Context: an optimization exercise on an open-source flow, tuned for a short achievable clock period and few clock cycles. The choices shown serve that exercise and are no tape-out recipe. In this exercise RTL edits were held to simulation tests only and were not proved equivalent to the original. No activity file was given, so power comes from the tool's default toggle rates.

### flow/run.sh
#!/bin/bash
# synth_recipe.tcl (not shown) runs the flow's synth.tcl, then flattens the netlist and writes it again
# the make line also repeats each setting of config.mk as NAME=value (left out here)
make -C /OpenROAD-flow-scripts/flow DESIGN_CONFIG=/design/flow/config.mk WORK_HOME=/design/flow/orfs CLKGATE_MAP_FILE= SYNTH_SCRIPT=/design/flow/synth_recipe.tcl finish
### flow/config.mk
export PLATFORM = sky130hd
export DESIGN_NAME = lc4_core
export DESIGN_NICKNAME = lc4_core
export VERILOG_FILES = /design/flow/design.v
export SDC_FILE = /design/flow/constraint.sdc
export NUM_CORES = 4
export LEC_CHECK = 0
export CAP_MARGIN = 20
export CORE_MARGIN = 2
export CORE_UTILIZATION = 40
export PLACE_DENSITY = 0.6
export SETUP_SLACK_MARGIN = 2.8
export SLEW_MARGIN = 20
### flow/constraint.sdc
create_clock -name core_clock -period 5.3 [get_ports {gwe}]
set_input_delay 1.0600 -clock core_clock [delete_from_list [all_inputs] [get_ports {gwe}]]
set_output_delay 1.0600 -clock core_clock [all_outputs]
set_load 0.01 [all_outputs]
### flow/design.v
`default_nettype none
`default_nettype wire
`default_nettype none
package lc4_isa_pkg;
   typedef enum logic [3:0] {
      OP_BR    = 4'b0000,
      OP_ARITH = 4'b0001,
      OP_AND   = 4'b0101,
      OP_LDR   = 4'b0110,
      OP_STR   = 4'b0111,
      OP_CONST = 4'b1001
   } opcode_e;
   localparam logic [2:0] SUBOP_ADD = 3'b000;
   localparam logic [2:0] SUBOP_SUB = 3'b010;
   localparam logic [2:0] SUBOP_AND = 3'b000;
   typedef struct packed {
      logic n;
      logic z;
      logic p;
   } nzp_t;
   typedef struct packed {
      opcode_e    opcode;
      logic [2:0] rd;
      logic [2:0] rs;
      logic [2:0] subop;
      logic [2:0] rt;
   } r_form_t;
   typedef struct packed {
      opcode_e    opcode;
      logic [2:0] rd;       
      logic [2:0] rs;
      logic [5:0] imm6;     
   } i_form_t;
   typedef struct packed {
      opcode_e    opcode;
      nzp_t       nzp;      
      logic [8:0] imm9;
   } b_form_t;
   typedef union packed {
      r_form_t r_form;
      i_form_t i_form;
      b_form_t b_form;
   } insn_u;
endpackage
`default_nettype wire
`default_nettype none
package lc4_pipe_pkg;
   localparam int RSEL_W = $clog2(8);
   typedef logic [RSEL_W-1:0] rsel_t;
   typedef enum logic [2:0] {
      ALU_ADD,
      ALU_SUB,
      ALU_AND,
      ALU_ADDI,
      ALU_CONST,
      ALU_MEMADDR,       
      ALU_BRTARGET       
   } alu_op_e;
   typedef struct packed {
      rsel_t   rs_sel;
      logic    rs_re;
      rsel_t   rt_sel;
      logic    rt_re;
      rsel_t   wsel;
      logic    regfile_we;
      logic    nzp_we;
      logic    is_load;
      logic    is_store;
      logic    is_branch;
      alu_op_e alu_op;
   } ctrl_t;
   typedef logic [1:0] stall_t;
endpackage
`default_nettype wire
`default_nettype none
module lc4_add #(
   parameter int N = 8
) (
   input  logic [N-1:0] i_a,
   input  logic [N-1:0] i_b,
   input  logic         i_c,
   input  logic         i_and,
   output logic [N-1:0] o_sum,
   output logic         o_c
);
   localparam int M = N + 1;
   localparam int L = $clog2(M);
   logic [M-1:0] h [L+1];     
   logic [M-1:0] t [L+1];     
   logic [M-1:0] a, b, g, tr, x, c;
   always_comb begin
      a  = {i_a, i_c};
      b  = {i_b, i_c};
      g  = a & b;
      tr = a | b;
      x  = a ^ b;
      h[0] = g;
      t[0] = tr;
      for (int l = 1; l <= L; l++) begin
         for (int i = 0; i < M; i++) begin
            if (i >= (1 << (l - 1))) begin
               h[l][i] = h[l-1][i] | (t[l-1][i-1] & h[l-1][i - (1 << (l - 1))]);
               t[l][i] = t[l-1][i] & t[l-1][i - (1 << (l - 1))];
            end else begin
               h[l][i] = h[l-1][i];
               t[l][i] = t[l-1][i];
            end
         end
      end
      c[0] = 1'b0;
      for (int i = 1; i < M; i++) c[i] = tr[i-1] & h[L][i-1];
      o_sum = (i_and ? g[M-1:1] : x[M-1:1]) ^ (c[M-1:1] & {N{!i_and}});
      o_c   = tr[M-1] & h[L][M-1];
   end
endmodule
`default_nettype wire
`default_nettype none
module lc4_core (
   input  logic                   gwe,
   input  logic                   i_rst_n,
   output logic [16-1:0] o_imem_addr,
   input  logic [16-1:0] i_imem_data,
   output logic [16-1:0] o_dmem_addr,
   output logic                   o_dmem_we,
   output logic [16-1:0] o_dmem_wdata,
   input  logic [16-1:0] i_dmem_rdata,
   output logic                   o_wb_valid,
   output logic [16-1:0] o_wb_pc,
   output logic [16-1:0] o_wb_insn,
   output logic                   o_wb_we,
   output lc4_pipe_pkg::rsel_t                  o_wb_wsel,
   output logic [16-1:0] o_wb_data,
   output lc4_pipe_pkg::stall_t                 o_wb_stall
);
   localparam int W = 16;
   localparam int LO = 6;           
   localparam int HI = W - LO;      
   logic [W-1:0] pc_q;
   logic         tk_q, c9_q, s9_q;           
   logic         fix_q, fix_inc;             
   logic [W-1:0] rf [8];
   logic [2:0]   nzp_q;                      
   logic         a_valid, a_alu, a_ld, a_st, a_we, a_and, a_sub, a_const;
   logic         a_rr, a_imm, a_chk, a_chk_late, a_pred, a_inc, a_dec;
   logic         a_fa1, a_fa2m, a_fa2l, a_fb1, a_fb2m, a_fb2l;
   logic         a_fah, a_fbh, a_fsm, a_fsl, a_pa, a_pb;
   logic [2:0]   a_wsel, a_rs, a_rt, a_mask, a_knzp;
   logic [LO-1:0] a_alo, a_blo;
   logic [HI-1:0] a_bimm_hi;
   logic [8:0]   a_tlo;
   logic [W-1:0] a_pc, a_insn, a_next;
   logic         b_valid, b_alu, b_ld, b_st, b_we, b_and, b_sub, b_const;
   logic         b_chk, b_pred, b_cl, b_fah, b_fbh, b_fsm, b_fsl;
   logic [2:0]   b_wsel, b_mask, b_knzp;
   logic [LO-1:0] b_lo;
   logic [HI-1:0] b_ahi, b_bhi;
   logic [W-1:0] b_sdata, b_pc, b_insn, b_next, b_target;
   logic         m_valid, m_we, m_ld, m_st;
   logic [2:0]   m_wsel;
   logic [W-1:0] m_res, m_sdata, m_pc, m_insn;
   logic [W-1:0] ld_data;
   assign ld_data = i_dmem_rdata;
   logic [2:0] nzp;
   assign nzp = nzp_q;
   logic         m_wr;
   logic [W-1:0] m_val;
   assign m_wr  = m_valid && m_we;
   assign m_val = m_ld ? ld_data : m_res;
   logic [W-1:0] iw;
   assign iw = i_imem_data;
   assign o_imem_addr = pc_q;
   logic [3:0] p_op;
   logic [2:0] p_rd, p_rs, p_rt, p_mask;
   logic p_valid, p_brm, p_br, p_addi, p_rr, p_sub, p_and, p_ld, p_st, p_const;
   logic p_alu, p_we, p_rd_rs, p_rd_rt, p_imm;
   assign p_valid = !fix_q;
   assign p_op    = iw[15:12];
   assign p_rd    = iw[11:9];
   assign p_rs    = iw[8:6];
   assign p_rt    = iw[2:0];
   assign p_mask  = iw[11:9];
   assign p_brm   = (p_op == 4'h0) && (p_mask != 3'b000);
   assign p_br    = p_brm && (iw[8:0] != 9'd0);
   assign p_addi  = (p_op == 4'h1) && iw[5];
   assign p_rr    = (p_op == 4'h1) && !iw[5] && !iw[3];
   assign p_sub   = (p_op == 4'h1) && !iw[5] && (iw[4:3] == 2'b10);
   assign p_and   = (p_op == 4'h5) && (iw[5:3] == 3'b000);
   assign p_ld    = (p_op == 4'h6);
   assign p_st    = (p_op == 4'h7);
   assign p_const = (p_op == 4'h9);
   assign p_alu   = p_addi | p_rr | p_and | p_const;    
   assign p_we    = p_alu | p_ld;
   assign p_rd_rs = p_addi | p_rr | p_and | p_ld | p_st;
   assign p_rd_rt = p_rr | p_and;
   assign p_imm   = p_addi | p_ld | p_st | p_const;
   logic [W-1:0] p_immv;
   always_comb begin
      if (p_addi)             p_immv = W'(signed'(iw[4:0]));
      else if (p_ld | p_st)   p_immv = W'(signed'(iw[5:0]));
      else                    p_immv = W'(signed'(iw[8:0]));
   end
   logic a_alu_v, a_ld_v, b_alu_v, b_ld_v;
   assign a_alu_v = a_valid && a_alu;
   assign a_ld_v  = a_valid && a_ld;
   assign b_alu_v = b_valid && b_alu;
   assign b_ld_v  = b_valid && b_ld;
   logic p_hit_a_rs, p_hit_a_rt, p_hit_a_rd, p_hit_b_rs, p_hit_b_rt;
   assign p_hit_a_rs = a_valid && a_we && p_rs == a_wsel;
   assign p_hit_a_rt = a_valid && a_we && p_rt == a_wsel;
   assign p_hit_a_rd = a_valid && a_we && p_rd == a_wsel;
   assign p_hit_b_rs = b_valid && b_we && p_rs == b_wsel;
   assign p_hit_b_rt = b_valid && b_we && p_rt == b_wsel;
   logic [LO-1:0] p_rs_lo, p_rt_lo;
   assign p_rs_lo = (m_wr && m_wsel == p_rs) ? m_val[LO-1:0] : rf[p_rs][LO-1:0];
   assign p_rt_lo = (m_wr && m_wsel == p_rt) ? m_val[LO-1:0] : rf[p_rt][LO-1:0];
   logic p_fa1, p_fa2, p_fb1, p_fb2;
   assign p_fa1 = p_rd_rs && p_hit_a_rs;
   assign p_fa2 = p_rd_rs && !p_hit_a_rs && p_hit_b_rs;
   assign p_fb1 = p_rd_rt && p_hit_a_rt;
   assign p_fb2 = p_rd_rt && !p_hit_a_rt && p_hit_b_rt;
   logic [LO-1:0] p_alo, p_blo;
   always_comb begin
      p_alo = (p_const || p_fa1 || p_fa2) ? '0 : p_rs_lo;
      if (p_rd_rt)  p_blo = (p_fb1 || p_fb2) ? '0 : p_sub ? ~p_rt_lo : p_rt_lo;
      else          p_blo = p_immv[LO-1:0];
   end
   logic [W-1:0] p_next;
   logic [9:0]   p_lo;
   logic         p_inc, p_dec;
   assign p_next = pc_q + W'(1);
   lc4_add #(.N(9)) u_add_tgt (.i_a(pc_q[8:0]), .i_b(iw[8:0]), .i_c(1'b1), .i_and(1'b0),
                               .o_sum(p_lo[8:0]), .o_c(p_lo[9]));
   assign p_inc  = p_lo[9] && !iw[8];       
   assign p_dec  = !p_lo[9] && iw[8];       
   logic [2:0] p_knzp;
   assign p_knzp = iw[8] ? 3'b100 : (iw[8:0] == 9'd0) ? 3'b010 : 3'b001;
   logic p_exact, p_unk_a, p_unk_b, p_chk_a, p_chk_b, p_taken;
   logic [2:0] p_nzp;
   always_comb begin
      p_unk_a = 1'b0;      
      p_unk_b = 1'b0;      
      p_nzp   = nzp;
      if (a_alu_v) begin
         if (a_const)  p_nzp = a_knzp;
         else          p_unk_b = p_mask != 3'b111;
         if (!a_const) p_nzp = 3'b111;
      end else if (b_alu_v) begin
         if (b_const)  p_nzp = b_knzp;
         else          p_unk_a = p_mask != 3'b111;
         if (!b_const) p_nzp = 3'b111;
      end
      p_exact = !(p_unk_a || p_unk_b);
      p_chk_a = p_unk_a && p_br;
      p_chk_b = p_unk_b && p_br;
      p_taken = p_valid && (p_op == 4'h0) &&
                ((iw[11] && (p_exact ? p_nzp[2] : iw[8])) ||
                 (iw[10] && (p_exact ? p_nzp[1] : iw[8])) ||
                 (iw[9]  && (p_exact ? p_nzp[0] : iw[8])));
   end
   logic a_act, a_mis, b_act, b_mis;
   logic [W-1:0] a_target;
   logic [6:0]   a_hi;
   assign a_hi     = a_inc ? a_pc[W-1:9] + 7'd1 : a_dec ? a_pc[W-1:9] - 7'd1 : a_pc[W-1:9];
   assign a_target = {a_hi, a_tlo};
   assign a_act    = |(a_mask & nzp);
   assign a_mis    = a_valid && a_chk && (a_act != a_pred);
   assign b_act    = |(b_mask & nzp);
   assign b_mis    = b_valid && b_chk && (b_act != b_pred);
   logic a_wait;
   assign a_wait = a_valid && (a_pa || a_pb);
   logic p_go, a_go;
   assign p_go = p_valid && !a_wait && !a_mis && !b_mis;
   assign a_go = a_valid && !a_wait && !b_mis;
   logic [6:0] fix_hi;
   assign fix_q   = tk_q && (c9_q != s9_q);
   assign fix_inc = c9_q;
   assign fix_hi  = fix_inc ? pc_q[W-1:9] + 7'd1 : pc_q[W-1:9] - 7'd1;
   logic         pc_use_alt;
   logic [W-1:0] pc_alt;
   always_comb begin
      pc_use_alt = b_mis || a_mis || fix_q || a_wait;
      if (b_mis)       pc_alt = b_act ? b_target : b_next;
      else if (a_mis)  pc_alt = a_act ? a_target : a_next;
      else if (fix_q)  pc_alt = {fix_hi, pc_q[8:0]};
      else             pc_alt = pc_q;
   end
   always_ff @(posedge gwe) begin
      if (!i_rst_n)        pc_q <= 16'h8200;
      else if (pc_use_alt) pc_q <= pc_alt;
      else if (p_taken)    pc_q <= {pc_q[W-1:9], p_lo[8:0]};
      else                 pc_q <= p_next;
   end
   always_ff @(posedge gwe) begin
      if (!i_rst_n) begin
         tk_q <= 1'b0;
      end else begin
         tk_q <= p_go && p_taken;
      end
   end
   always_ff @(posedge gwe) begin
      c9_q  <= p_lo[9];
      s9_q  <= iw[8];
   end
   always_ff @(posedge gwe) begin
      if (!i_rst_n || (!p_go && !a_wait)) begin
         a_valid    <= 1'b0;
         a_alu      <= 1'b0;
         a_ld       <= 1'b0;
         a_st       <= 1'b0;
         a_we       <= 1'b0;
         a_chk      <= 1'b0;
         a_chk_late <= 1'b0;
      end else if (!a_wait) begin
         a_valid    <= 1'b1;
         a_alu      <= p_alu;
         a_ld       <= p_ld;
         a_st       <= p_st;
         a_we       <= p_we;
         a_chk      <= p_chk_a;
         a_chk_late <= p_chk_b;
      end
   end
   always_ff @(posedge gwe) begin
      if (a_wait) begin
         a_alo  <= a_x;
         a_blo  <= a_y;
         a_fa1  <= 1'b0;
         a_fa2m <= 1'b0;
         a_fa2l <= a_pa;
         a_fb1  <= 1'b0;
         a_fb2m <= 1'b0;
         a_fb2l <= a_pb;
         a_pa   <= 1'b0;
         a_pb   <= 1'b0;
         a_fah  <= 1'b0;
         a_fbh  <= 1'b0;
         a_fsm  <= 1'b0;
         a_fsl  <= 1'b0;
      end else begin
         a_alo  <= p_alo;
         a_blo  <= p_blo;
         a_fa1  <= p_fa1 && a_alu;
         a_fa2m <= p_fa2 && b_alu;
         a_fa2l <= p_fa2 && b_ld;
         a_fb1  <= p_fb1 && a_alu;
         a_fb2m <= p_fb2 && b_alu;
         a_fb2l <= p_fb2 && b_ld;
         a_pa   <= p_fa1 && a_ld && a_valid && p_valid;
         a_pb   <= p_fb1 && a_ld && a_valid && p_valid;
         a_fah  <= p_fa1 && a_alu;
         a_fbh  <= p_fb1 && a_alu;
         a_fsm  <= p_hit_a_rd && a_alu;
         a_fsl  <= p_hit_a_rd && a_ld;
      end
   end
   always_ff @(posedge gwe) if (!a_wait) begin
      a_and     <= p_and;
      a_sub     <= p_sub;
      a_const   <= p_const;
      a_rr      <= p_rd_rt;
      a_imm     <= p_imm;
      a_knzp    <= p_knzp;
      a_wsel    <= p_rd;
      a_rs      <= p_rs;
      a_rt      <= p_rt;
      a_mask    <= p_mask;
      a_pred    <= p_taken;
      a_inc     <= p_inc;
      a_dec     <= p_dec;
      a_tlo     <= p_lo[8:0];
      a_bimm_hi <= p_immv[W-1:LO];
      a_pc      <= pc_q;
      a_insn    <= iw;
      a_next    <= p_next;
   end
   logic [LO-1:0] a_x, a_y, a_subm;
   logic [LO:0]   a_sum;
   logic [LO-1:0] a_res;
   assign a_subm = {LO{a_sub}};
   assign a_x = a_alo | (b_lo & {LO{a_fa1}}) | (m_res[LO-1:0] & {LO{a_fa2m}}) |
                (ld_data[LO-1:0] & {LO{a_fa2l}});
   assign a_y = a_blo | ((b_lo ^ a_subm) & {LO{a_fb1}}) |
                ((m_res[LO-1:0] ^ a_subm) & {LO{a_fb2m}}) |
                ((ld_data[LO-1:0] ^ a_subm) & {LO{a_fb2l}});
   lc4_add #(.N(LO)) u_add_lo (.i_a(a_x), .i_b(a_y), .i_c(a_sub), .i_and(a_and),
                              .o_sum(a_sum[LO-1:0]), .o_c(a_sum[LO]));
   assign a_res = a_sum[LO-1:0];
   logic [W-1:0] a_rs_v, a_rt_v, a_rd_v;
   assign a_rs_v = (m_wr && m_wsel == a_rs) ? m_val : rf[a_rs];
   assign a_rt_v = (m_wr && m_wsel == a_rt) ? m_val : rf[a_rt];
   assign a_rd_v = (m_wr && m_wsel == a_wsel) ? m_val : rf[a_wsel];
   logic [HI-1:0] a_ahi, a_bhi;
   always_comb begin
      a_ahi = (a_const || a_fah) ? '0 : a_rs_v[W-1:LO];
      if (a_rr)  a_bhi = a_fbh ? '0 : a_sub ? ~a_rt_v[W-1:LO] : a_rt_v[W-1:LO];
      else       a_bhi = a_bimm_hi;
   end
   always_ff @(posedge gwe) begin
      if (!i_rst_n || !a_go) begin
         b_valid <= 1'b0;
         b_alu   <= 1'b0;
         b_ld    <= 1'b0;
         b_st    <= 1'b0;
         b_we    <= 1'b0;
         b_chk   <= 1'b0;
      end else begin
         b_valid <= 1'b1;
         b_alu   <= a_alu;
         b_ld    <= a_ld;
         b_st    <= a_st;
         b_we    <= a_we;
         b_chk   <= a_chk_late;
      end
   end
   always_ff @(posedge gwe) begin
      b_and    <= a_and;
      b_sub    <= a_sub;
      b_const  <= a_const;
      b_knzp   <= a_knzp;
      b_wsel   <= a_wsel;
      b_mask   <= a_mask;
      b_pred   <= a_pred;
      b_cl     <= a_sum[LO];
      b_lo     <= a_res;
      b_ahi    <= a_ahi;
      b_bhi    <= a_bhi;
      b_fah    <= a_fah;
      b_fbh    <= a_fbh;
      b_sdata  <= (a_fsm || a_fsl) ? '0 : a_rd_v;
      b_fsm    <= a_fsm;
      b_fsl    <= a_fsl;
      b_pc     <= a_pc;
      b_insn   <= a_insn;
      b_next   <= a_next;
      b_target <= a_target;
   end
   logic [HI-1:0] b_x, b_y, b_subm, b_sum, b_hi;
   logic [W-1:0] b_sd;
   assign b_subm = {HI{b_sub}};
   assign b_x  = b_ahi | (m_res[W-1:LO] & {HI{b_fah}});
   assign b_y  = b_bhi | ((m_res[W-1:LO] ^ b_subm) & {HI{b_fbh}});
   logic b_co;
   lc4_add #(.N(HI)) u_add_hi (.i_a(b_x), .i_b(b_y), .i_c(b_cl), .i_and(b_and),
                              .o_sum(b_sum), .o_c(b_co));
   assign b_hi = b_sum;
   assign b_sd = b_sdata | (m_res & {W{b_fsm}}) | (ld_data & {W{b_fsl}});
   logic b_zero;
   assign b_zero = (b_lo == '0) &&
                   (b_and ? ((b_x & b_y) == '0)
                          : ((b_x ^ b_y) == {b_x[HI-2:0] | b_y[HI-2:0], b_cl}));
   always_ff @(posedge gwe) begin
      if (!i_rst_n) begin
         m_valid <= 1'b0;
         m_we    <= 1'b0;
         m_ld    <= 1'b0;
         m_st    <= 1'b0;
      end else begin
         m_valid <= b_valid;
         m_we    <= b_valid && b_we;
         m_ld    <= b_valid && b_ld;
         m_st    <= b_valid && b_st;
      end
   end
   always_ff @(posedge gwe) begin
      m_wsel  <= b_wsel;
      m_res   <= {b_hi, b_lo};
      m_sdata <= b_sd;
      m_pc    <= b_pc;
      m_insn  <= b_insn;
   end
   assign o_dmem_addr  = m_res;
   assign o_dmem_we    = m_st;
   assign o_dmem_wdata = m_sdata;
   always_ff @(posedge gwe) begin
      for (int i = 0; i < 8; i++) begin
         if (!i_rst_n) begin
            rf[i] <= '0;
         end else if (m_wr && m_wsel == 3'(i)) begin
            rf[i] <= m_val;
         end
      end
   end
   always_ff @(posedge gwe) begin
      if (!i_rst_n) begin
         nzp_q <= 3'b000;
      end else if (b_valid && b_alu) begin
         nzp_q <= {b_hi[HI-1], b_zero, !b_hi[HI-1] && !b_zero};
      end
   end
   logic         ret_w, ret_w_d;    
   logic         o_valid_q, o_we_q;
   logic [2:0]   o_wsel_q;
   logic [W-1:0] o_pc_q, o_insn_q, w_data;
   assign ret_w_d = ret_w ? m_valid : (m_valid && m_ld);
   always_ff @(posedge gwe) begin
      if (!i_rst_n) begin
         ret_w     <= 1'b0;
         o_valid_q <= 1'b0;
         o_we_q    <= 1'b0;
      end else begin
         ret_w     <= ret_w_d;
         o_valid_q <= ret_w_d ? m_valid : (b_valid && !b_ld);
         o_we_q    <= ret_w_d ? m_wr    : (b_valid && b_we && !b_ld);
      end
   end
   always_ff @(posedge gwe) begin
      o_wsel_q <= ret_w_d ? m_wsel : b_wsel;
      o_pc_q   <= ret_w_d ? m_pc   : b_pc;
      o_insn_q <= ret_w_d ? m_insn : b_insn;
      w_data   <= m_val;
   end
   assign o_wb_valid = o_valid_q;
   assign o_wb_pc    = o_pc_q;
   assign o_wb_insn  = o_insn_q;
   assign o_wb_we    = o_we_q;
   assign o_wb_wsel  = o_wsel_q;
   assign o_wb_data  = ret_w ? w_data : m_res;
   assign o_wb_stall = 2'd0;
endmodule
`default_nettype wire
==> results of run 1 <==
## worst max-delay path: stages, from the launching register on
cell	delay, ns
dfxtp_4	0.38
buf_12	0.13
buf_16	0.13
mux2_4	0.29
buf_6	0.12
## layer usage
layer | vias to the layer above | track usage (%)
met4 | 4 | 8.43
li1 | 8865 | -
met3 | 153 | 5.92
met5 | - | 0
met1 | 9418 | 35.7
met2 | 963 | 37.9
## state kept, by name, indices dropped and copies added (netlist names), 10 cells and up
name,cells
m_pc,16
b_target,16
b_next,16
b_sdata,16
b_ahi,10
m_sdata,16
a_next,16
o_pc_q,16
a_insn,10
w_data,16
m_insn,16
o_insn_q,16
b_insn,16
b_bhi,10
a_pc,16
pc_q,16
rf,128
m_res,16
b_pc,16
## placed cells by master (no fill, tap or decap), types with 60 or more instances in the layout
cell type and instances:
a211oi_1 142, a21oi_1 93, buf_4 106, dfxtp_1 377
dlygate4sd2_1 95, edfxtp_1 70, inv_1 100, mux2_2 60
mux2i_1 76, nand2_1 117, nor2_1 262, o21ai_0 66
## path summary, 6_finish.rpt
kind,endpoint,cells past startpoint,slack (ns)
setup / recovery,o_wb_data[1],4,2.57
hold / removal,b_pc[4],0,0.34
setup reg to reg,rf[3][0],4,2.68
hold reg to reg,b_pc[4],0,0.34
## metrics by stage
stage,area [sq um],worst slack (ns),hold slack [ns]
global route,28600,2.55,0.351
global placement,25000,1.41,0.325
floorplan,23000,2.46,0.323
detailed placement,25000,1.39,0.327
CTS,27900,2.55,0.343
finish,28600,2.57,0.341
## what timing repair did
item,in CTS,in global routing
gates cloned,8,1
resized for setup,379,109
pin swaps,32,43
setup buffers,58,35
endpoints found under the setup margin,325,117
## cells by family after synthesis
kind of cell	after synthesis
compound gates	598
xor+xnor	110
fa+ha+maj	66
buf+inv	271
flops	492
mux	188
other cells	1
simple gates	619
## layout make-up
type,instances,area (sq um)
Timing Repair Buffer,274,2540
Clock buffer,77,1590
Clock inverter,19,339
Multi-Input combinational cell,1588,12000
Sequential cell,492,10700
Inverter,115,470
Tap cell,756,946
Antenna cell,3,7.51
Fill cell,5141,27800
## report_power, final
part / internal, mW / total, mW / switching [mW]
Combinational: 0.461 / 1.13 / 0.666
Clock: 2.44 / 4.03 / 1.59
Sequential: 3.96 / 4.13 / 0.172
Total: 6.86 / 9.29 / 2.43
==> impl_metrics.csv, run 1 <==
group,metric,value,unit
status,status,"finished clean",
final_layout,syn2layout_area_growth,25.5,%
placement,placedCellCount,3123,
placement,gp_congestion,0.946,
synthesis,synth_top_family_by_area,"compound AO/OA/AOI/OAI gates",
clock_tree,clock_latency,0.63,ns
synthesis,synth_most_common_cell,"dfxtp_1",
synthesis,synth_enable_flop_cells,70,
setup_path,worstSetupStartpointType,"register",
final_layout,finalNonFillerCells,3324,
clock_tree,cts-root-buf,"clkbuf_16",
clock_tree,htreeDepth,2,
global_routing,grt_max_degree,93,
floorplan,start_util,40.4,%
setup_path,crit_type,"reg2out",
clock_tree,clock-sinks,492,
drt,highest_layer,"met5",
floorplan,pin_count,138,
synthesis,synth.distinct_cells,81,
clock_tree,path_clk_slew,0.06,ns
drt,viasPerCell,5.84,
global_routing,grt_usage,25.3,%
synthesis,synthArstFlopShare,0,%
floorplan,num_rows,87,
synthesis,synth.area.top_cells,"dfxtp_1 (37%), edfxtp_1 (9.2%), a211oi_1 (4.9%)",
synthesis,yosysWarnings,11,
drt,ant_nets,0,
drt,met3_length,7.08,mm
floorplan,die_width,243,microns
clock_tree,numCtsBuffers,52,
setup_path,worstPathMaxFanout,4,
synthesis,avgSynthCellArea,9.71,sq um
sta,period_needed,2.73,ns
placement,portBuffers,135,
synthesis,synth_adder_area_share,3.69,%
sta,maxSlewViolCount,0,
synthesis,synthFlopType,"dfxtp_1",
final_layout,final_core_util,50.7,%
drt,vias,19400,
power_and_ir_drop,peakVddDrop,231,uV
synthesis,synth-xor-area-share,4.23,%
drt,drc,0,
floorplan,core_area,56400,sq um
setup_path,crit_start,"ret_w",
synthesis,netlist_area,22800,sq um
drt,drt-met1-wl,34.0,mm
setup_path,arrival,1.67,ns
floorplan,die-area,58900,sq um
clock_tree,ctsLongestPathBuffers,3,
synthesis,synth_compound_area_share,18.5,%
floorplan,die_h,243,microns
drt,drt_iter0_drc,2200,
sta,setup_viol,0,
synthesis,synthSimpleGateAreaFrac,12.6,%
sta,fin_tns_setup,0,ns
sta,fin_crit_sh,51.5,%
global_routing,grt_pass1_wl,116,mm
power_and_ir_drop,total_power,9.29,mW
final_layout,finalNetCount,2623,
power_and_ir_drop,leakage,11.3,nW
sta,worstMarginPinSlew,1.04,ns
clock_tree,ctsHoldBuffers,0,
setup_path,crit_required,4.24,ns
final_layout,drive_gt1_share,21.2,%
run,cap_violations,0,
drt,drt-total-wl,77.0,mm
setup_path,worstSetupEndpointType,"primary output",
min_path,hp-class,"reg2reg",
synthesis,netlist_top_cells_count,"dfxtp_1 (422), nor2_1 (268), a211oi_1 (148)",
power_and_ir_drop,powerDensity,325,nW/um^2
global_routing,antenna_found_initial,7,
synthesis,synthMuxAreaShare,9.89,%
drt,wl_per_cell,23.2,microns
synthesis,ys_ff_latch,492,
sta,max_freq,366,MHz
min_path,min_from,"a_pc[4]",
global_routing,grt_remaining_overflow,0,
synthesis,netlist_instances,2345,
placement,post-dp-hpwl,51.7,mm
sta,finClkSkew,0.0164,ns
synthesis,ys_seq_area_share,46.3,%
sta,rsz0062_at_grt,"yes",
synthesis,synth_area_leader_cell,"dfxtp_1",
drt,first_pass_iters,6,
global_routing,grt_pass1_vias,18600,
sta,relSlewSlack,28.5,%
synthesis,synth_top_cell_area_share,37.1,%
clock_tree,cts_tree,"done",
sta,hold_viol,0,
drt,dr_wl_met2,33.5,mm
setup_path,reg2reg_from,"m_insn[10]",
Testbench counts, summed over its fixed seeds: cycles 8,823.
==> run 2: changes to the inputs <==
--- a/flow/design.v
+++ b/flow/design.v
@@ -490,7 +490,7 @@
    logic         ret_w, ret_w_d;    
    logic         o_valid_q, o_we_q;
    logic [2:0]   o_wsel_q;
-   logic [W-1:0] o_pc_q, o_insn_q, w_data;
+   logic [W-1:0] o_pc_q, o_insn_q, o_data_q;
    assign ret_w_d = ret_w ? m_valid : (m_valid && m_ld);
    always_ff @(posedge gwe) begin
       if (!i_rst_n) begin
@@ -507,14 +507,14 @@
       o_wsel_q <= ret_w_d ? m_wsel : b_wsel;
       o_pc_q   <= ret_w_d ? m_pc   : b_pc;
       o_insn_q <= ret_w_d ? m_insn : b_insn;
-      w_data   <= m_val;
+      o_data_q <= ret_w_d ? m_val  : {b_hi, b_lo};
    end
    assign o_wb_valid = o_valid_q;
    assign o_wb_pc    = o_pc_q;
    assign o_wb_insn  = o_insn_q;
    assign o_wb_we    = o_we_q;
    assign o_wb_wsel  = o_wsel_q;
-   assign o_wb_data  = ret_w ? w_data : m_res;
+   assign o_wb_data  = o_data_q;
    assign o_wb_stall = 2'd0;
 endmodule
 `default_nettype wire
==> impl_metrics.csv, run 2 <==
group,metric,value,unit
clock_tree,clock-sinks,492,
sta,hold_viol,0,
sta,worstMarginPinSlew,1.05,ns
sta,fin_crit_sh,50.8,%
final_layout,mostFrequentLayoutCells,"dfxtp_1 (377), nor2_1 (238), nand2_1 (215)",
clock_tree,htreeDepth,2,
setup_path,cpMostUsedCell,"o31a_1",
sta,relSlewSlack,27.8,%
floorplan,num_rows,87,
sta,setup_slack,2.61,ns
synthesis,synth_top_cell_area_share,37.2,%
setup_path,crit_required,5.82,ns
floorplan,die_width,242,microns
synthesis,ys_ff_latch,492,
setup_path,r2r_cells,12,
synthesis,synthArstFlopShare,0,%
setup_path,cpMaxStageDelayCell,"dfxtp_4",
floorplan,die_h,242,microns
synthesis,netlist_top_cells_count,"dfxtp_1 (422), nor2_1 (254), nand2_1 (219)",
min_path,hold_end,"b_insn[5]",
drt,drt-total-wl,77.9,mm
final_layout,largest_reg_flops,128,
synthesis,synthSimpleGateAreaFrac,13.8,%
clock_tree,clock_latency,0.63,ns
setup_path,worstPathMaxFanout,6,
min_path,min_path_cells,0,
clock_tree,cts-root-buf,"clkbuf_16",
synthesis,synthFlopType,"dfxtp_1",
synthesis,synth_most_common_cell,"dfxtp_1",
floorplan,start_util,40.3,%
setup_path,worstSetupEndpointType,"register",
synthesis,synthMuxAreaShare,8.93,%
synthesis,synth_adder_area_share,3.70,%
synthesis,synth_compound_area_share,18.6,%
final_layout,drive_gt1_share,21.0,%
clock_tree,cts_tree,"done",
power_and_ir_drop,powerDensity,312,nW/um^2
final_layout,top_register,"rf",
clock_tree,ctsHoldBuffers,0,
floorplan,die-area,58700,sq um
setup_path,arrival,3.21,ns
global_routing,grt_max_degree,75,
final_layout,finalNonFillerCells,3359,
synthesis,avgSynthCellArea,9.57,sq um
final_layout,final_core_util,51.1,%
global_routing,grt_pass1_wl,116,mm
final_layout,final_common_cell,"dfxtp_1",
status,status,"finished clean",
setup_path,rrSetupSlack,2.61,ns
run,cap_violations,0,
min_path,hp-class,"reg2reg",
synthesis,synth.distinct_cells,77,
sta,rsz0062_at_grt,"yes",
synthesis,synth.area.top_cells,"dfxtp_1 (37%), edfxtp_1 (9.3%), a211oi_1 (5.5%)",
setup_path,cpPeakStageDelay,0.41,ns
setup_path,crit_type,"reg2reg",
sta,setup_viol,0,
clock_tree,ctsLongestPathBuffers,3,
power_and_ir_drop,leakage,11.3,nW
setup_path,regToRegEndpoint,"nzp_q[0]",
drt,ant_nets,0,
global_routing,grt_pass1_vias,18500,
setup_path,reg2reg_from,"b_sub",
synthesis,synth_enable_flop_cells,70,
drt,viasPerCell,5.78,
global_routing,grt_remaining_overflow,0,
min_path,min_from,"a_insn[5]",
final_layout,finalNetCount,2656,
power_and_ir_drop,peakVddDrop,283,uV
synthesis,netlist_area,22700,sq um
setup_path,worstSetupStartpointType,"register",
synthesis,yosysWarnings,11,
global_routing,grt_usage,25.5,%
sta,finClkSkew,0.0329,ns
synthesis,synth_area_leader_cell,"dfxtp_1",
placement,placedCellCount,3143,
clock_tree,numCtsBuffers,52,
sta,maxSlewViolCount,0,
sta,fin_tns_setup,0,ns
setup_path,path_cells,"xor2_1, a21o_1, inv_1, ha_2, o31a_1, o31a_1, o211a_1, buf_4, nor3_4, o31ai_4, buf_12, a31o_4",
drt,drc,0,
synthesis,synth-xor-area-share,4.09,%
global_routing,antenna_found_initial,4,
drt,first_pass_iters,5,
clock_tree,path_clk_slew,0.06,ns
placement,pre_cts_ws,1.29,ns
floorplan,pin_count,138,
placement,gp_congestion,0.947,
sta,max_freq,371,MHz
synthesis,synth_top_family_by_area,"compound AO/OA/AOI/OAI gates",
floorplan,core_area,56300,sq um
final_layout,syn2layout_area_growth,26.7,%
synthesis,ys_seq_area_share,46.5,%
placement,portBuffers,135,
sta,period_needed,2.69,ns
drt,drt_iter0_drc,1983,
drt,vias,19400,
placement,post-dp-hpwl,51.2,mm
synthesis,netlist_instances,2373,
drt,wl_per_cell,23.2,microns
-- run 2: cell types whose count changed in the layout (fill, tap and decap cells not counted), moves of 11 or more --
cell | previous run | this run
a31oi_1 | 20 | 7
buf_4 | 106 | 129
buf_6 | 38 | 17
dlygate4sd2_1 | 95 | 110
inv_1 | 100 | 71
mux2_2 | 60 | 36
mux2_4 | 17 | 2
nand2_1 | 117 | 215
nand3_1 | 32 | 20
nor2_1 | 262 | 238
nor2b_1 | 32 | 15
o211ai_1 | 21 | 10
xnor2_1 | 50 | 39
-- run 2: cells by family after synthesis --
group	after synthesis
simple gates	688
compound gates	602
flops	492
buf+inv	259
mux	159
xor+xnor	106
fa+ha+maj	66
other cells	1
-- run 2: metrics by stage --
step                      total power [mW]  cell area (sq um)  hold WS (ns)
after floorplan                       4.64              23100         0.323
after global placement                5.08              25000         0.325
after detailed placement              5.09              25000         0.327
after CTS                             8.96              27900         0.341
after global routing                  9.25              28700         0.345
final                                 8.97              28800         0.339
-- run 2: routing by layer --
metal	routed length, microns	part of all wire, %	track usage (%)
met3	7130	9.2	6.59
met5	0	0	0
met1	33500	43	35.1
met4	2460	3.2	8.64
met2	34800	45	38.8
-- run 2: final cells by class --
class,count,area [sq um]
well taps,756,946
clock buffers,72,1460
fillers,5038,27500
diodes,4,10.0
multi-input cells,1627,12300
clock inverters,25,353
inverters,88,363
repair buffers,295,2650
flip-flops and latches,492,10700
-- run 2: worst max path at each step --
stage | start | to | slack, ns
after floorplan | i_imem_data[0] | pc_q[6] | 2.43
after global placement | i_imem_data[2] | a_blo[3] | 1.46
after detailed placement | i_imem_data[12] | pc_q[7] | 1.29
after CTS | b_sub | o_data_q[15] | 2.61
after global routing | b_sub | nzp_q[0] | 2.52
final | b_sub | nzp_q[0] | 2.61
-- run 2: critical path: cells and delay by family (launching register included) --
family,cells,cell delay [ns]
XOR/XNOR,1,0.15
AND/OR/NAND/NOR,1,0.15
AO/OA/AOI/OAI,6,1.32
flip-flops,1,0.41
buffers and inverters,3,0.37
adder cells (fa/ha/maj),1,0.22
-- run 2: power breakdown --
part | switching (mW) | internal, mW
Sequential | 0.142 | 3.94
Combinational | 0.611 | 0.405
Clock | 1.59 | 2.28
Total | 2.34 | 6.63
-- run 2: repair_timing --
item / in CTS / in global routing
resized for setup: 323 / 115
setup buffers: 63 / 44
setup endpoints to repair: 299 / 129
endpoints found under the hold margin: 0 / 0
pin swaps: 45 / 66
cloned: 5 / 3
Testbench counts of run 2, summed over its fixed seeds: cycles 8,823.
==> run 3: changes to the inputs <==
--- a/flow/design.v
+++ b/flow/design.v
@@ -133,7 +133,7 @@
    output lc4_pipe_pkg::stall_t                 o_wb_stall
 );
    localparam int W = 16;
-   localparam int LO = 6;           
+   localparam int LO = 7;           
    localparam int HI = W - LO;      
    logic [W-1:0] pc_q;
    logic         tk_q, c9_q, s9_q;           
@@ -163,6 +163,7 @@
    logic [2:0] nzp;
    assign nzp = nzp_q;
    logic         m_wr;
+   logic [7:0]   m_wen;          
    logic [W-1:0] m_val;
    assign m_wr  = m_valid && m_we;
    assign m_val = m_ld ? ld_data : m_res;
@@ -452,10 +453,12 @@
       if (!i_rst_n) begin
          m_valid <= 1'b0;
          m_we    <= 1'b0;
+         m_wen   <= '0;
          m_ld    <= 1'b0;
          m_st    <= 1'b0;
       end else begin
          m_valid <= b_valid;
+         for (int i = 0; i < 8; i++) m_wen[i] <= b_valid && b_we && b_wsel == 3'(i);
          m_we    <= b_valid && b_we;
          m_ld    <= b_valid && b_ld;
          m_st    <= b_valid && b_st;
@@ -475,7 +478,7 @@
       for (int i = 0; i < 8; i++) begin
          if (!i_rst_n) begin
             rf[i] <= '0;
-         end else if (m_wr && m_wsel == 3'(i)) begin
+         end else if (m_wen[i]) begin
             rf[i] <= m_val;
          end
       end
==> impl_metrics.csv, run 3 <==
group,metric,value,unit
status,status,"finished clean",
sta,maxSlewViolCount,0,
setup_path,regToRegEndpoint,"nzp_q[0]",
floorplan,die_width,244,microns
setup_path,crit_start,"b_sub",
clock_tree,path_clk_slew,0.06,ns
sta,period_needed,2.65,ns
placement,placedCellCount,3132,
sta,rsz0062_at_grt,"yes",
floorplan,start_util,40.7,%
synthesis,synth.distinct_cells,87,
placement,gp_congestion,0.903,
setup_path,arrival,3.12,ns
drt,viasPerCell,5.78,
synthesis,ys_seq_area_share,46.5,%
global_routing,grt_max_degree,75,
sta,finClkSkew,0.0185,ns
sta,worstMarginPinSlew,0.878,ns
clock_tree,htreeDepth,2,
setup_path,cpPeakStageDelay,0.42,ns
sta,fin_tns_setup,0,ns
setup_path,crit_type,"reg2reg",
sta,hold_viol,0,
synthesis,synthFlopType,"dfxtp_1",
power_and_ir_drop,powerDensity,314,nW/um^2
synthesis,synthArstFlopShare,0,%
setup_path,cpMaxStageDelayCell,"dfxtp_4",
sta,max_freq,377,MHz
setup_path,worstSetupStartpointType,"register",
synthesis,synth_most_common_cell,"dfxtp_1",
clock_tree,numCtsBuffers,51,
final_layout,top_register,"rf",
drt,wl_per_cell,22.8,microns
power_and_ir_drop,peakVddDrop,270,uV
final_layout,largest_reg_flops,128,
final_layout,drive_gt1_share,21.6,%
synthesis,synth_enable_flop_cells,69,
global_routing,grtUsageMet2,37.2,%
setup_path,cp.depth,10,
synthesis,netlist_area,23000,sq um
floorplan,pin_count,138,
run,cap_violations,0,
clock_tree,ctsHoldBuffers,0,
global_routing,grt_pass1_vias,18400,
floorplan,die_h,244,microns
global_routing,grt_util_met1,35.4,%
synthesis,ys_ff_latch,500,
setup_path,crit_family,"compound AO/OA/AOI/OAI gates",
clock_tree,cts-root-buf,"clkbuf_16",
sta,setup_viol,0,
synthesis,netlist_instances,2365,
placement,portBuffers,135,
setup_path,cp_num_buf_inv,0,
floorplan,die-area,59500,sq um
synthesis,synth.area.top_cells,"dfxtp_1 (37%), edfxtp_1 (9.0%), a211oi_1 (5.0%)",
setup_path,worstPathMaxFanout,8,
synthesis,synth_top_cell_area_share,37.5,%
drt,drt-total-wl,75.6,mm
drt,ant_nets,0,
setup_path,path_cells,"xor2_1, a21o_1, ha_4, xnor2_1, nor4_2, nand4_1, o41ai_4, a31oi_4, a21oi_2, a311oi_2",
final_layout,mostFrequentLayoutCells,"dfxtp_1 (387), nor2_1 (238), a211oi_1 (144)",
clock_tree,clock_latency,0.62,ns
drt,drc,0,
placement,post-dp-hpwl,50.8,mm
final_layout,finalNonFillerCells,3324,
floorplan,num_rows,87,
synthesis,netlist_top_cells_count,"dfxtp_1 (431), nor2_1 (252), a211oi_1 (153)",
global_routing,grt_usage,24.6,%
clock_tree,ctsLongestPathBuffers,3,
global_routing,antenna_found_initial,4,
global_routing,gr-usage-met3,4.27,%
final_layout,final_common_cell,"dfxtp_1",
final_layout,finalNetCount,2625,
sta,relSlewSlack,41.5,%
global_routing,grt_pass1_wl,114,mm
global_routing,top_usage_layer,"met2",
setup_path,worstSetupEndpointType,"register",
floorplan,core_area,56600,sq um
drt,first_pass_iters,5,
min_path,hp-class,"reg2reg",
global_routing,grt_remaining_overflow,0,
setup_path,reg2reg_from,"b_sub",
setup_path,crit_required,5.77,ns
clock_tree,cts_tree,"done",
setup_path,rrSetupSlack,2.65,ns
synthesis,yosysWarnings,8,
sta,fin_crit_sh,50.1,%
synthesis,avgSynthCellArea,9.74,sq um
drt,drt_iter0_drc,2176,
final_layout,nFillCells,5117,
final_layout,syn2layout_area_growth,24.3,%
synthesis,synth_area_leader_cell,"dfxtp_1",
drt,vias,19200,
setup_path,r2r_cells,10,
power_and_ir_drop,leakage,11.1,nW
setup_path,critPathCapture,"nzp_q[0]",
clock_tree,clock-sinks,500,
[run 3: cell count changes after synthesis, moves of 12 or more]
| cell | previous run | this run |
|---|---|---|
| mux2_2 | 38 | 69 |
| a22oi_1 | 11 | 26 |
| or2_2 | 7 | 20 |
| clkbuf_1 | 145 | 117 |
| a211oi_1 | 165 | 153 |
| o21ai_0 | 83 | 104 |
| buf_1 | 13 | 27 |
| mux4_2 | 31 | 18 |
| nand2_1 | 219 | 131 |
| buf_2 | 7 | 21 |
| mux2i_1 | 90 | 103 |
[run 3: per-layer routing]
layer / part of all wire [%] / up-vias
li1: - / 8887
met1: 45 / 9358
met2: 44 / 836
met3: 7.9 / 132
met4: 3.1 / 0
met5: 0 / -
[run 3: worst reg2reg max path: cells and delay by family, from the launching register on]
family / cells / cell delay (ns)
AOI/OAI and AO/OA: 5 / 1.06
and+or+nand+nor: 2 / 0.49
DFF: 1 / 0.42
xor gates and xnor gates: 2 / 0.29
adders and majority gates: 1 / 0.24
[run 3: power breakdown]
group | internal (mW) | switching, mW | total (mW) | leakage [nW]
combinational | 0.435 | 0.657 | 1.09 | 5.93
clock | 2.16 | 1.59 | 3.75 | 0.880
sequential | 4.01 | 0.150 | 4.16 | 4.32
total | 6.61 | 2.40 | 9.00 | 11.1
[run 3: cell families (layout without fill, tap and decap cells)]
| group | after synthesis | after routing | synth area share, % |
|---|---|---|---|
| AO/OA/AOI/OAI | 637 | 637 | 19.0 |
| flip-flops | 500 | 500 | 46.5 |
| buffers and inverters | 264 | 464 | 4.60 |
| adder cells (fa/ha/maj) | 66 | 66 | 3.65 |
| multiplexers | 192 | 192 | 9.78 |
| XOR/XNOR | 104 | 104 | 3.96 |
| other | 1 | 3 | 0.0163 |
| AND/OR/NAND/NOR | 601 | 602 | 12.5 |
[run 3: final cells by class]
type	instances	area (sq um)	area share (%)
Sequential cell	500	10800	37.7
Antenna cell	1	2.50	0.00874
Tap cell	756	946	3.30
Clock inverter	21	255	0.891
Clock buffer	74	1520	5.32
Timing Repair Buffer	281	2620	9.14
Multi-Input combinational cell	1603	12100	42.3
Inverter	88	379	1.32
[run 3: metrics by stage]
stage | instance area, sq um | worst slack, ns | hold WS, ns | util, % | power (mW)
after floorplan | 23300 | 2.30 | 0.323 | - | 4.75
after global placement | 25200 | 1.46 | 0.324 | 44.4 | 5.22
after detailed placement | 25200 | 1.41 | 0.327 | 44.4 | 5.24
after CTS | 27900 | 2.74 | 0.340 | 49.3 | 8.99
after global routing | 28600 | 2.56 | 0.342 | 50.6 | 9.28
final | 28600 | 2.65 | 0.341 | 50.6 | 9.00
[run 3: worst min path at each step]
stage	cells after the start	start	slack [ns]	endpoint
floorplan	0	a_fsm	0.32	b_fsm
global placement	0	a_pc[3]	0.32	b_pc[3]
global route	0	a_pc[2]	0.34	b_pc[2]
detailed placement	0	a_insn[13]	0.33	b_insn[13]
finish	0	a_insn[14]	0.34	b_insn[14]
CTS	0	a_pc[2]	0.34	b_pc[2]
[run 3: what timing repair did]
item | in CTS | in global routing
gates cloned | 1 | 2
gates resized for setup | 314 | 100
pin swaps | 39 | 43
hold endpoints to repair | 0 | 0
setup buffers | 67 | 26
endpoints found under the setup margin | 286 | 65
Testbench counts of run 3, summed over its fixed seeds: cycles 8,823.
==> run 4: changes to the inputs <==
--- a/flow/design.v
+++ b/flow/design.v
@@ -235,7 +235,7 @@
    assign p_dec  = !p_lo[9] && iw[8];       
    logic [2:0] p_knzp;
    assign p_knzp = iw[8] ? 3'b100 : (iw[8:0] == 9'd0) ? 3'b010 : 3'b001;
-   logic p_exact, p_unk_a, p_unk_b, p_chk_a, p_chk_b, p_taken;
+   logic p_exact, p_unk_a, p_unk_b, p_chk_a, p_chk_b, p_taken, p_guess;
    logic [2:0] p_nzp;
    always_comb begin
       p_unk_a = 1'b0;      
@@ -253,10 +253,9 @@
       p_exact = !(p_unk_a || p_unk_b);
       p_chk_a = p_unk_a && p_br;
       p_chk_b = p_unk_b && p_br;
+      p_guess = (p_mask == 3'b101) || (iw[8] && p_mask != 3'b010);
       p_taken = p_valid && (p_op == 4'h0) &&
-                ((iw[11] && (p_exact ? p_nzp[2] : iw[8])) ||
-                 (iw[10] && (p_exact ? p_nzp[1] : iw[8])) ||
-                 (iw[9]  && (p_exact ? p_nzp[0] : iw[8])));
+                (p_exact ? |(p_mask & p_nzp) : (p_mask != 3'b000 && p_guess));
    end
    logic a_act, a_mis, b_act, b_mis;
    logic [W-1:0] a_target;
==> impl_metrics.csv, run 4 <==
group,metric,value,unit
status,status,"finished clean",
setup_path,crit_start,"b_sub",
setup_path,rrSetupSlack,2.66,ns
drt,drt-total-wl,77.4,mm
setup_path,crit_required,5.80,ns
synthesis,avgSynthCellArea,9.47,sq um
setup_path,worstSetupStartpointType,"register",
sta,relSlewSlack,38.8,%
setup_path,regToRegEndpoint,"nzp_q[0]",
power_and_ir_drop,powerDensity,309,nW/um^2
clock_tree,clock_latency,0.62,ns
synthesis,synthArstFlopShare,0,%
sta,fin_crit_sh,49.8,%
global_routing,grt_pass1_wl,116,mm
clock_tree,ctsLongestPathBuffers,3,
synthesis,netlist_area,22900,sq um
clock_tree,cts_tree,"done",
sta,maxSlewViolCount,0,
placement,gp_congestion,0.918,
global_routing,grt_remaining_overflow,0,
clock_tree,htreeDepth,2,
clock_tree,numCtsBuffers,52,
drt,ant_nets,0,
setup_path,reg2reg_from,"b_sub",
drt,drt_iter0_drc,1877,
synthesis,netlist_top_cells_count,"dfxtp_1 (431), nor2_1 (257), nand2_1 (229)",
synthesis,synth_enable_flop_cells,69,
sta,finClkSkew,0.0300,ns
final_layout,largest_reg_flops,128,
setup_path,r2r_cells,10,
final_layout,final_common_cell,"dfxtp_1",
clock_tree,ctsHoldBuffers,0,
setup_path,cp.depth,10,
setup_path,arrival,3.14,ns
global_routing,grt_max_degree,93,
final_layout,mostFrequentLayoutCells,"dfxtp_1 (384), nor2_1 (246), nand2_1 (218)",
sta,hold_viol,0,
sta,fin_tns_setup,0,ns
sta,setup_slack,2.66,ns
setup_path,cpMaxStageDelayCell,"dfxtp_4",
power_and_ir_drop,peakVddDrop,241,uV
setup_path,critPathCapture,"nzp_q[0]",
sta,max_freq,379,MHz
floorplan,start_util,40.5,%
synthesis,yosysWarnings,8,
global_routing,grt_usage,25.4,%
floorplan,die_width,243,microns
sta,worstMarginPinSlew,0.915,ns
drt,viasPerCell,5.75,
placement,dpl_cell_area,25200,sq um
drt,first_pass_iters,6,
placement,pre_cts_ws,1.22,ns
min_path,hp-class,"reg2reg",
drt,vias,19400,
floorplan,die-area,59100,sq um
synthesis,synth_most_common_cell,"dfxtp_1",
drt,wl_per_cell,22.9,microns
placement,portBuffers,135,
setup_path,crit_type,"reg2reg",
sta,setup_viol,0,
placement,post-dp-hpwl,52.3,mm
synthesis,synthFlopType,"dfxtp_1",
final_layout,drive_gt1_share,19.6,%
setup_path,worstPathMaxFanout,6,
final_layout,fin_area,28300,sq um
global_routing,grt_pass1_vias,18600,
clock_tree,path_clk_slew,0.06,ns
clock_tree,clock-sinks,500,
final_layout,syn2layout_area_growth,23.6,%
sta,rsz0062_at_grt,"yes",
run,cap_violations,0,
clock_tree,cts-root-buf,"clkbuf_16",
synthesis,synth.distinct_cells,79,
sta,period_needed,2.64,ns
floorplan,die_h,243,microns
synthesis,ys_seq_area_share,46.8,%
power_and_ir_drop,leakage,11.0,nW
setup_path,cpPeakStageDelay,0.38,ns
floorplan,pin_count,138,
final_layout,finalNetCount,2674,
drt,drc,0,
synthesis,synth_area_leader_cell,"dfxtp_1",
power_and_ir_drop,total_power,8.75,mW
setup_path,worstSetupEndpointType,"register",
global_routing,antenna_found_initial,5,
floorplan,core_area,56500,sq um
floorplan,num_rows,87,
synthesis,synth.area.top_cells,"dfxtp_1 (38%), edfxtp_1 (9.1%), a211oi_1 (4.6%)",
final_layout,nFillCells,5096,
final_layout,top_register,"rf",
setup_path,cp_num_buf_inv,1,
setup_path,crit_family,"compound AO/OA/AOI/OAI gates",
setup_path,path_cells,"buf_6, xor2_1, a21o_1, ha_4, xnor2_1, nor4_1, nand4_1, o41ai_4, a31oi_4, o221a_2",
synthesis,ys_ff_latch,500,
final_layout,final_core_util,50.1,%
synthesis,synth_top_cell_area_share,37.7,%
synthesis,netlist_instances,2416,
## run 4: what timing repair did
action	4_1_cts	5_1_grt
setup endpoints to repair	252	59
pin swaps	30	39
cloned	0	1
setup buffers	58	33
resized for setup	324	90
## run 4: metal layers
metal / wire [microns] / global-route usage [%] / share of wire (%)
met1: 34400 / 35.8 / 45
met2: 34300 / 39.1 / 44
met3: 6250 / 4.77 / 8.1
met4: 2370 / 8.63 / 3.1
met5: 13 / 0 / 0.017
## run 4: kinds of logic (layout without fill, tap and decap cells)
family                     count (synthesis)  count (layout)  synth area share, %
adders and majority gates                 67              67                 3.72
and+or+nand+nor                          693             693                 13.5
other                                      1               6               0.0164
buffers and inverters                    273             474                 4.61
xor gates and xnor gates                 105             105                 4.02
DFF                                      500             500                 46.8
AOI/OAI and AO/OA                        614             614                 18.9
muxes                                    163             163                 8.44
## run 4: where the power goes
part	switching, mW	total, mW	internal (mW)
clock network	1.56	3.61	2.06
registers	0.128	4.13	4.00
logic	0.608	1.00	0.395
## run 4: how the worst min path moves through the flow
stage | cells past startpoint | startpoint | slack (ns) | to
after floorplan | 0 | a_fsm | 0.32 | b_fsm
after global placement | 0 | a_insn[14] | 0.33 | b_insn[14]
after detailed placement | 0 | a_pc[7] | 0.33 | b_pc[7]
final | 0 | a_pc[1] | 0.34 | b_pc[1]
after CTS | 0 | a_insn[5] | 0.34 | b_insn[5]
after global routing | 0 | a_pc[4] | 0.35 | b_pc[4]
## run 4: layout make-up
class | instances | area (sq um) | area share (%)
diodes | 4 | 10.0 | 0.0354
clock buffers | 80 | 1500 | 5.30
clock inverters | 18 | 185 | 0.655
inverters | 95 | 423 | 1.50
multi-input cells | 1644 | 12000 | 42.3
flip-flops and latches | 500 | 10800 | 38.2
well taps | 756 | 946 | 3.34
repair buffers | 281 | 2440 | 8.62
## run 4: through the flow
step	instances	hold WS [ns]
5_1_grt	3375	0.347
2_1_floorplan	2417	0.323
3_3_place_gp	3184	0.325
6_report	3378	0.340
3_5_place_dp	3184	0.328
4_1_cts	3340	0.343
## run 4: worst register-to-register path, cell delays in order, from the launching register on
cell	delay, ns
dfxtp_4	0.38
buf_6	0.13
xor2_1	0.15
a21o_1	0.24
ha_4	0.26
xnor2_1	0.13
nor4_1	0.19
nand4_1	0.20
o41ai_4	0.34
a31oi_4	0.18
o221a_2	0.32
Testbench counts of run 4, summed over its fixed seeds: cycles 8,725.
==> run 5: changes to the inputs <==
--- a/flow/config.mk
+++ b/flow/config.mk
@@ -9,5 +9,5 @@
 export CORE_MARGIN = 2
 export CORE_UTILIZATION = 40
 export PLACE_DENSITY = 0.6
-export SETUP_SLACK_MARGIN = 2.8
+export SETUP_SLACK_MARGIN = 3.2
 export SLEW_MARGIN = 20
==> impl_metrics.csv, run 5 <==
group,metric,value,unit
status,status,"finished clean",
sta,hold_viol,0,
synthesis,yosysWarnings,8,
power_and_ir_drop,peakVddDrop,227,uV
sta,relSlewSlack,35.5,%
setup_path,cpPeakStageDelay,0.27,ns
floorplan,die_width,243,microns
drt,wl_per_cell,24.5,microns
clock_tree,htreeDepth,2,
sta,rsz0062_at_grt,"yes",
run,cap_violations,0,
sta,worstMarginPinSlew,0.965,ns
global_routing,grt_pass1_vias,19500,
floorplan,core_area,56500,sq um
setup_path,crit_type,"in2reg",
synthesis,synth.distinct_cells,79,
placement,placedCellCount,3179,
floorplan,pin_count,138,
setup_path,worstSetupEndpointType,"register",
drt,first_pass_iters,7,
power_and_ir_drop,total_power,9.33,mW
synthesis,synth_top_cell_area_share,37.7,%
global_routing,grt_remaining_overflow,0,
placement,pre_cts_ws,1.31,ns
global_routing,grt_usage,27.5,%
final_layout,nFillCells,4760,
global_routing,grt_pass1_wl,125,mm
clock_tree,path_clk_slew,0.06,ns
synthesis,synth_area_leader_cell,"dfxtp_1",
setup_path,crit_required,5.80,ns
drt,viasPerCell,5.85,
min_path,hp-class,"reg2reg",
synthesis,netlist_instances,2416,
clock_tree,ctsHoldBuffers,0,
sta,fin_tns_setup,0,ns
drt,drc,0,
global_routing,grt_max_degree,80,
clock_tree,cts_tree,"done",
placement,gp_congestion,0.930,
final_layout,finalNetCount,2812,
sta,setup_slack,2.60,ns
final_layout,final_common_cell,"dfxtp_1",
sta,hold-worst-slack,0.333,ns
setup_path,cpMaxStageDelayCell,"a222oi_1",
synthesis,synth_most_common_cell,"dfxtp_1",
drt,drt-total-wl,86.2,mm
setup_path,arrival,3.20,ns
final_layout,largest_reg_flops,128,
setup_path,worstPathMaxFanout,3,
power_and_ir_drop,leakage,12.3,nW
final_layout,finalNonFillerCells,3515,
final_layout,drive_gt1_share,34.9,%
global_routing,antenna_found_initial,3,
synthesis,synth_enable_flop_cells,69,
synthesis,avgSynthCellArea,9.47,sq um
floorplan,start_util,40.5,%
synthesis,netlist_area,22900,sq um
floorplan,die_h,243,microns
placement,dpl_cell_area,25300,sq um
clock_tree,clock-sinks,500,
power_and_ir_drop,powerDensity,295,nW/um^2
synthesis,netlist_top_cells_count,"dfxtp_1 (431), nor2_1 (257), nand2_1 (229)",
final_layout,fin_area,31600,sq um
drt,ant_nets,0,
clock_tree,ctsLongestPathBuffers,3,
drt,vias,20600,
synthesis,synthFlopType,"dfxtp_1",
placement,post-dp-hpwl,53.5,mm
sta,max_freq,371,MHz
sta,fin_crit_sh,50.9,%
sta,maxSlewViolCount,0,
sta,finClkSkew,0.0270,ns
synthesis,ys_seq_area_share,46.8,%
setup_path,path_cells,"buf_8, a222oi_1, nand2b_1, a21oi_2, inv_2, ha_4, nor2_4, a211oi_4, o31ai_4, nor2_1, o31ai_1, xnor2_1, mux2_4",
synthesis,synthArstFlopShare,0,%
clock_tree,numCtsBuffers,52,
clock_tree,clock_latency,0.63,ns
synthesis,ys_ff_latch,500,
final_layout,mostFrequentLayoutCells,"dfxtp_1 (337), nor2_1 (227), nand2_1 (212)",
placement,portBuffers,135,
sta,setup_viol,0,
clock_tree,cts-root-buf,"clkbuf_16",
synthesis,synth.area.top_cells,"dfxtp_1 (38%), edfxtp_1 (9.1%), a211oi_1 (4.6%)",
final_layout,syn2layout_area_growth,38.2,%
floorplan,num_rows,87,
sta,period_needed,2.70,ns
drt,drt_iter0_drc,2328,
final_layout,top_register,"rf",
final_layout,final_core_util,55.9,%
setup_path,worstSetupStartpointType,"input port",
floorplan,die-area,59100,sq um
-- run 5: cell counts after synthesis --
No cell type changed its count.
-- run 5: layer usage --
layer / routed length (microns) / global-route usage [%] / up-vias
met2: 38900 / 42.9 / 1041
met1: 36500 / 38.3 / 10100
met5: 0 / 0 / -
met4: 3270 / 10.1 / 0
met3: 7510 / 4.73 / 189
li1: - / - / 9284
-- run 5: what timing repair did --
action | CTS | global route
setup buffers | 145 | 74
endpoints found under the setup margin | 374 | 247
gates cloned | 13 | 3
pin swaps | 71 | 108
resized for setup | 939 | 276
-- run 5: path summary, 6_finish.rpt --
| path | from | depth (start not counted) | to | slack (ns) |
|---|---|---|---|---|
| worst max-delay path | i_dmem_rdata[1] | 13 | b_lo[6] | 2.60 |
| worst min-delay path | a_pc[2] | 0 | b_pc[2] | 0.33 |
| worst max register to register | a_fbh | 12 | b_lo[6] | 2.63 |
| worst min register to register | a_pc[2] | 0 | b_pc[2] | 0.33 |
-- run 5: power by group --
group          total [mW]  leakage, nW  internal [mW]  switching, mW
sequential           4.13         4.34           4.01          0.122
clock                3.86        0.901           2.25           1.61
combinational        1.34         7.07          0.602          0.737
-- run 5: cells by family (layout without fill, tap and decap cells) --
family	after synthesis	after routing	synth area share (%)
xor gates and xnor gates	105	105	4.02
buffers and inverters	273	609	4.61
and+or+nand+nor	693	695	13.5
AOI/OAI and AO/OA	614	615	18.9
muxes	163	163	8.44
adders and majority gates	67	67	3.72
other	1	5	0.0164
DFF	500	500	46.8
-- run 5: layout make-up --
class	instances	area (sq um)	area share, %
Multi-Input combinational cell	1647	13200	41.8
Sequential cell	500	10900	34.5
Timing Repair Buffer	416	4280	13.5
Clock buffer	66	1410	4.47
Tap cell	756	946	2.99
Inverter	95	429	1.36
Clock inverter	32	412	1.30
Antenna cell	3	7.51	0.0238
-- run 5: critical path: cells and delay by family --
kind	cells	cell delay, ns
simple gates	3	0.36
buf+inv	2	0.17
fa+ha+maj	1	0.18
compound gates	5	1.03
mux	1	0.27
xor+xnor	1	0.11
==> run 6: changes to the inputs <==
--- a/flow/design.v
+++ b/flow/design.v
@@ -141,7 +141,7 @@
    logic [W-1:0] rf [8];
    logic [2:0]   nzp_q;                      
    logic         a_valid, a_alu, a_ld, a_st, a_we, a_and, a_sub, a_const;
-   logic         a_rr, a_imm, a_chk, a_chk_late, a_pred, a_inc, a_dec;
+   logic         a_rr, a_imm, a_chk, a_chk_late, a_pred, a_c9, a_s9;
    logic         a_fa1, a_fa2m, a_fa2l, a_fb1, a_fb2m, a_fb2l;
    logic         a_fah, a_fbh, a_fsm, a_fsl, a_pa, a_pb;
    logic [2:0]   a_wsel, a_rs, a_rt, a_mask, a_knzp;
@@ -227,12 +227,9 @@
    end
    logic [W-1:0] p_next;
    logic [9:0]   p_lo;
-   logic         p_inc, p_dec;
    assign p_next = pc_q + W'(1);
    lc4_add #(.N(9)) u_add_tgt (.i_a(pc_q[8:0]), .i_b(iw[8:0]), .i_c(1'b1), .i_and(1'b0),
                                .o_sum(p_lo[8:0]), .o_c(p_lo[9]));
-   assign p_inc  = p_lo[9] && !iw[8];       
-   assign p_dec  = !p_lo[9] && iw[8];       
    logic [2:0] p_knzp;
    assign p_knzp = iw[8] ? 3'b100 : (iw[8:0] == 9'd0) ? 3'b010 : 3'b001;
    logic p_exact, p_unk_a, p_unk_b, p_chk_a, p_chk_b, p_taken, p_guess;
@@ -260,7 +257,8 @@
    logic a_act, a_mis, b_act, b_mis;
    logic [W-1:0] a_target;
    logic [6:0]   a_hi;
-   assign a_hi     = a_inc ? a_pc[W-1:9] + 7'd1 : a_dec ? a_pc[W-1:9] - 7'd1 : a_pc[W-1:9];
+   assign a_hi     = (a_c9 && !a_s9) ? a_pc[W-1:9] + 7'd1 :
+                     (!a_c9 && a_s9) ? a_pc[W-1:9] - 7'd1 : a_pc[W-1:9];
    assign a_target = {a_hi, a_tlo};
    assign a_act    = |(a_mask & nzp);
    assign a_mis    = a_valid && a_chk && (a_act != a_pred);
@@ -365,8 +363,8 @@
       a_rt      <= p_rt;
       a_mask    <= p_mask;
       a_pred    <= p_taken;
-      a_inc     <= p_inc;
-      a_dec     <= p_dec;
+      a_c9      <= p_lo[9];
+      a_s9      <= iw[8];
       a_tlo     <= p_lo[8:0];
       a_bimm_hi <= p_immv[W-1:LO];
       a_pc      <= pc_q;
--- a/flow/config.mk
+++ b/flow/config.mk
@@ -9,5 +9,5 @@
 export CORE_MARGIN = 2
 export CORE_UTILIZATION = 40
 export PLACE_DENSITY = 0.6
-export SETUP_SLACK_MARGIN = 3.2
+export SETUP_SLACK_MARGIN = 2.8
 export SLEW_MARGIN = 20
==> impl_metrics.csv, run 6 <==
group,metric,value,unit
placement,dpl_cell_area,25100,sq um
setup_path,r2r_cells,10,
synthesis,synth_most_common_cell,"dfxtp_1",
clock_tree,htreeDepth,2,
floorplan,num_rows,87,
floorplan,start_util,40.6,%
placement,post-dp-hpwl,50.6,mm
setup_path,reg2reg_from,"b_sub",
sta,finClkSkew,0.0208,ns
sta,fin_tns_setup,0,ns
floorplan,core_area,56600,sq um
synthesis,synth_enable_flop_cells,68,
drt,drt-total-wl,76.1,mm
synthesis,synth.distinct_cells,78,
power_and_ir_drop,total_power,8.80,mW
clock_tree,cts_tree,"done",
synthesis,synthFlopType,"dfxtp_1",
global_routing,grt_remaining_overflow,0,
floorplan,die-area,59300,sq um
setup_path,worstPathMaxFanout,5,
status,status,"finished clean",
run,cap_violations,0,
synthesis,netlist_instances,2430,
sta,maxSlewViolCount,0,
floorplan,die_h,244,microns
drt,vias,19200,
sta,worstMarginPinSlew,0.905,ns
synthesis,ys_seq_area_share,46.5,%
final_layout,drive_gt1_share,17.7,%
global_routing,grt_max_degree,68,
synthesis,netlist_top_cells_count,"dfxtp_1 (431), nor2_1 (249), nand2_1 (247)",
setup_path,rrSetupSlack,2.74,ns
final_layout,largest_reg_flops,128,
final_layout,top_register,"rf",
drt,drt_iter0_drc,2147,
sta,rsz0062_at_grt,"yes",
clock_tree,numCtsBuffers,52,
power_and_ir_drop,peakVddDrop,270,uV
global_routing,grt_pass1_vias,18400,
power_and_ir_drop,leakage,11.1,nW
synthesis,yosysWarnings,8,
final_layout,finalNonFillerCells,3354,
placement,placedCellCount,3192,
clock_tree,ctsLongestPathBuffers,3,
clock_tree,cts-root-buf,"clkbuf_16",
clock_tree,path_clk_slew,0.06,ns
power_and_ir_drop,powerDensity,313,nW/um^2
sta,relSlewSlack,39.7,%
synthesis,synth_area_leader_cell,"dfxtp_1",
[run 6: cell count changes after synthesis, sizes merged, moves of 10 or more]
cell / previous run / this run
nand2: 230 / 247
o221a: 14 / 4
nand3: 20 / 34
buf: 39 / 53
a211oi: 142 / 153
a32o: 11 / 0
clkbuf: 139 / 124
a22oi: 28 / 12
mux2i: 95 / 113
mux2: 49 / 27
[run 6: final cells by class]
cell class                      instances  area, sq um
Antenna cell                            3         7.51
Clock buffer                           79         1610
Clock inverter                         16          145
Fill cell                            5245        28500
Inverter                               91          369
Multi-Input combinational cell       1665        12100
Sequential cell                       499        10800
Tap cell                              756          946
Timing Repair Buffer                  245         2190
[run 6: cell families (layout without fill, tap and decap cells)]
family          count (synthesis)  after routing  synth area share (%)
simple gates                  729            729                  14.4
compound gates                596            596                  18.0
mux                           165            166                  8.72
buf+inv                       268            431                  4.75
flops                         499            499                  46.5
fa+ha+maj                      67             67                  3.71
other cells                     1              5                0.0163
xor+xnor                      105            105                  4.01
[run 6: timing repair]
| item | 4_1_cts | 5_1_grt |
|---|---|---|
| setup endpoints to repair | 205 | 59 |
| buffers inserted | 40 | 22 |
| cloned | 2 | 0 |
| resized for setup | 310 | 85 |
| hold buffers | 0 | 0 |
| pin swaps | 34 | 33 |
| endpoints found under the hold margin | 0 | 0 |
[run 6: critical path: stages]
cell and delay [ns]:
buf_2 0.13, a222oi_1 0.24, nand2b_1 0.12, a21oi_2 0.20
inv_2 0.06, ha_4 0.17, nor2_4 0.12, a211oi_2 0.09
o31ai_4 0.20, nor2_1 0.08, o31ai_2 0.21, xnor2_1 0.11
mux2_4 0.27
[run 6: how the worst max path moves through the flow]
| stage | startpoint | endpoint | slack, ns | cells past startpoint |
|---|---|---|---|---|
| finish | i_dmem_rdata[1] | b_lo[6] | 2.72 | 13 |
| CTS | b_sub | nzp_q[0] | 2.71 | 10 |
| detailed placement | i_imem_data[2] | a_blo[2] | 1.25 | 9 |
| global route | i_dmem_rdata[0] | b_lo[6] | 2.61 | 13 |
| global placement | i_imem_data[2] | a_blo[2] | 1.35 | 9 |
| floorplan | i_dmem_rdata[0] | b_lo[6] | 2.30 | 12 |
[run 6: routing by layer]
layer	GRT usage, %	vias to the layer above	part of all wire (%)
met2	38.4	791	44
met3	5.70	155	8.4
met5	0	-	0.012
li1	-	8933	-
met4	7.71	2	2.8
met1	34.5	9296	44
[run 6: where the power goes]
part	switching (mW)	internal, mW	leakage [nW]
Combinational	0.589	0.386	5.89
Clock	1.56	2.15	0.872
Sequential	0.128	3.98	4.31
Testbench counts of run 6, summed over its fixed seeds: cycles 8,725.

Setup slack of run 6, layout unchanged: 2.723 ns with ideal ports, 2.735 ns with driving cells assumed (clock clkbuf_16, inputs buf_2), 2.099 ns with port delays also shifted by the 0.662 ns mid clock arrival.
